Context: an optimization exercise on an open-source flow, tuned for small area, a short achievable clock period and few clock cycles per item. The choices shown serve that exercise and are no tape-out recipe.
The RTL was checked by simulation tests, not by an equivalence proof against the original design.

## violet
==> flow/design.v (excerpt) <==
module chacha20_stream_cipher
(
	input logic clk,
	input logic arst_n,
	input logic cfg_we,
	input logic [CFG_IDX_W-1:0] cfg_idx,
	input logic [CFG_DATA_W-1:0] cfg_wdata,
	input logic in_valid,
	output logic in_ready,
	input logic [68:0] in_payload,
	output logic out_valid,
	input logic out_ready,
	output logic [67:0] out_payload
);
	function automatic logic [63:0] byte_mask(input logic [3:0] cnt);
		logic [63:0] m;
		m = '0;
		for (int i = 0; i < 8; i++) begin
			if (cnt > 4'(i))
				m[i*8 +: 8] = 8'hff;
		end
		byte_mask = m;
	endfunction
	logic [255:0] key_q;
	logic [95:0] nonce_q;
	logic [31:0] init_ctr_q;
	logic [31:0] ctr_q;       
	logic [2:0] pos_q;        
	logic kv_q;               
	logic fresh_q;            
	logic gen_q;              
	logic out_valid_q;
	logic [67:0] out_q;
	logic done;
	logic [63:0] ks;
	logic load;
	logic [31:0] load_ctr;
	logic start_in;
	logic acc;
	logic out_free;
	logic want_start;
	cc20_front u_front (
		.clk(clk), .cfg_we(cfg_we), .cfg_idx(cfg_idx), .cfg_wdata(cfg_wdata),
		.key(key_q), .nonce(nonce_q), .init_ctr(init_ctr_q)
	);
	assign start_in = in_payload[4];
	assign out_free = !out_valid_q || out_ready;
	assign in_ready = kv_q && out_free && (!start_in || fresh_q);
	assign acc = in_valid && in_ready;
	assign want_start = in_valid && start_in && !fresh_q;
	assign load = !cfg_we && (want_start || (acc && pos_q == 3'd7));
	assign load_ctr = want_start ? init_ctr_q : ctr_q + 32'd1;
	cc20_back u_back (
		.clk(clk), .arst_n(arst_n), .load(load), .load_ctr(load_ctr), .key(key_q), .nonce(nonce_q),
		.ctr(ctr_q), .slot(pos_q), .done(done), .ks(ks)
	);
	always_ff @(posedge clk) begin
		if (load)
			ctr_q <= load_ctr;
		if (acc)
			out_q <= {(in_payload[68:5] ^ ks) & byte_mask(in_payload[3:0]), in_payload[3:0]};
	end
	always_ff @(posedge clk or negedge arst_n) begin
		if (!arst_n) begin
			pos_q <= '0;
			kv_q <= 1'b0;
			fresh_q <= 1'b0;
			gen_q <= 1'b0;
			out_valid_q <= 1'b0;
		end else begin
			if (cfg_we) begin
				kv_q <= 1'b0;
				fresh_q <= 1'b0;
				gen_q <= 1'b0;
			end else if (load) begin
				kv_q <= 1'b0;
				gen_q <= 1'b1;
				pos_q <= '0;
				fresh_q <= want_start;
			end else if (done) begin
				kv_q <= 1'b1;
				gen_q <= 1'b0;
			end else if (acc) begin
				pos_q <= pos_q + 3'd1;
				fresh_q <= 1'b0;
  ...
For scale: ~6300 cells after synthesis, about 210 I/O pins, ~0.069 mm^2 of cells after synthesis.
Settings: LEC_CHECK=0, CAP_MARGIN=40, CELL_PAD_IN_SITES_DETAIL_PLACEMENT=0, CELL_PAD_IN_SITES_GLOBAL_PLACEMENT=1, CORE_MARGIN=2, CORE_UTILIZATION=35, PLACE_DENSITY=0.45, SETUP_SLACK_MARGIN=5, SLEW_MARGIN=40; clock period 24.0 ns.
standard.sh (not shown) runs the stock make flow with config.mk's settings and CLKGATE_MAP_FILE= SYNTH_SCRIPT=/design/flow/synth_recipe.tcl, a recipe that flattens the netlist after the stock synthesis.
==> flow/flow/run.sh <==
#!/bin/bash
# Standard ORFS layout; repair_timing aims for extra setup slack so that the
# achieved clock period is shorter than the target period.
set -euo pipefail
bash standard.sh SETUP_SLACK_MARGIN=13 finish > standard_flow.log 2>&1
violet went all the way through synthesis, placement and routing and the layout is clean on timing, DRC and antenna.
Testbench counts of violet, summed over its fixed seeds: cycles 9,144, words 2,260.
The inputs of tundra differ from those of violet as listed below.
- a change of CAP_MARGIN from 40 to 30
- a change of PLACE_DENSITY from 0.45 to 0.65
- a change of CORE_UTILIZATION from 35 to 55
- a change of SLEW_MARGIN from 40 to 30
diff --git a/flow/flow/run.sh b/flow/flow/run.sh
--- a/flow/flow/run.sh
+++ b/flow/flow/run.sh
@@ -4,2 +4,2 @@
 set -euo pipefail
-bash standard.sh SETUP_SLACK_MARGIN=13 finish > standard_flow.log 2>&1
+bash standard.sh SETUP_SLACK_MARGIN=11.5 finish > standard_flow.log 2>&1
==> comparison <==
tundra went all the way through the flow, and no timing, DRC or antenna check failed.
violet has a higher post-route worst setup slack than tundra.
violet tops out at a higher clock frequency than tundra.
In tundra, the wire length came out 17% below the value in violet.
Wire length of the first global-routing pass: violet and tundra compared, lower one is tundra
Via count (lower): violet
Higher via count of the first global-routing pass among violet and tundra: violet
What pepper does differently from tundra at the input level:
diff --git a/flow/flow/run.sh b/flow/flow/run.sh
--- a/flow/flow/run.sh
+++ b/flow/flow/run.sh
@@ -4,2 +4,2 @@
 set -euo pipefail
-bash standard.sh SETUP_SLACK_MARGIN=11.5 finish > standard_flow.log 2>&1
+bash standard.sh SETUP_SLACK_MARGIN=13 finish > standard_flow.log 2>&1
Findings:
- Comparing tundra and pepper, the lower count of non-CTS buffers in the layout is on tundra.
- The area of all sequential standard cells of pepper and that of tundra are within noise of each other.
- pepper vs tundra, slowest library cell on the worst path: xnor2_2 vs xnor2_1
- Going from tundra to pepper, weighted congestion reported at the end of routability-driven placement decreased by 1.5% relative to the old numbers, cell count along the critical path decreased by 3 relative to the old numbers.
#### Input delta (delta over pepper)
- PLACE_DENSITY changed from 0.65 to 0.55
- CORE_UTILIZATION changed from 55 to 45
diff --git a/flow/flow/run.sh b/flow/flow/run.sh
--- a/flow/flow/run.sh
+++ b/flow/flow/run.sh
@@ -4,2 +4,2 @@
 set -euo pipefail
-bash standard.sh SETUP_SLACK_MARGIN=13 finish > standard_flow.log 2>&1
+bash standard.sh SETUP_SLACK_MARGIN=14 finish > standard_flow.log 2>&1
Findings:
delta: flow completed, timing, DRC and antenna clean
delta vs pepper — depth of the most critical reg-to-reg path climbed by a little under 10%
Lower final period demand of the worst path goes to delta over pepper.
A critical path endpoint of u_back.st_q[230] is what pepper shows, while u_back.st_q[229] belongs to delta.

what the ideal ports hide:
How much do the figures lean on ideal ports? The routed layouts below were timed once more, with nothing changed but the port constraints.
Step 1 assumes that a clkbuf_16 drives the clock port and a buf_2 every other input.
Step 2 times the ports against the registers' clock, not the clock port: input delays grow and output delays shrink by t, the midpoint of the rising clock arrivals with the driver on.
Three values: ideal ports, drivers, drivers and shift; two values: the first two.
run	shift t [ns]	setup WS [ns]	clock arrival spread, ns	worst register clock-pin slew, ns	worst data-port slew with drivers (ns)
violet	0.901	12.120 / 12.120 / 12.120	0.038 / 0.039	0.07 / 0.07	0.27
tundra	0.871	11.145 / 11.145 / 11.145	0.051 / 0.051	0.08 / 0.08	0.19
pepper	0.882	12.301 / 12.301 / 12.136	0.048 / 0.048	0.08 / 0.08	0.21
delta	0.886	12.305 / 12.305 / 12.305	0.069 / 0.070	0.07 / 0.07	0.25
After both steps setup and hold are still met in every run listed. The setup slack of pepper, which loses most, moves by 0.000 ns with the drivers and by -0.165 ns with both steps.
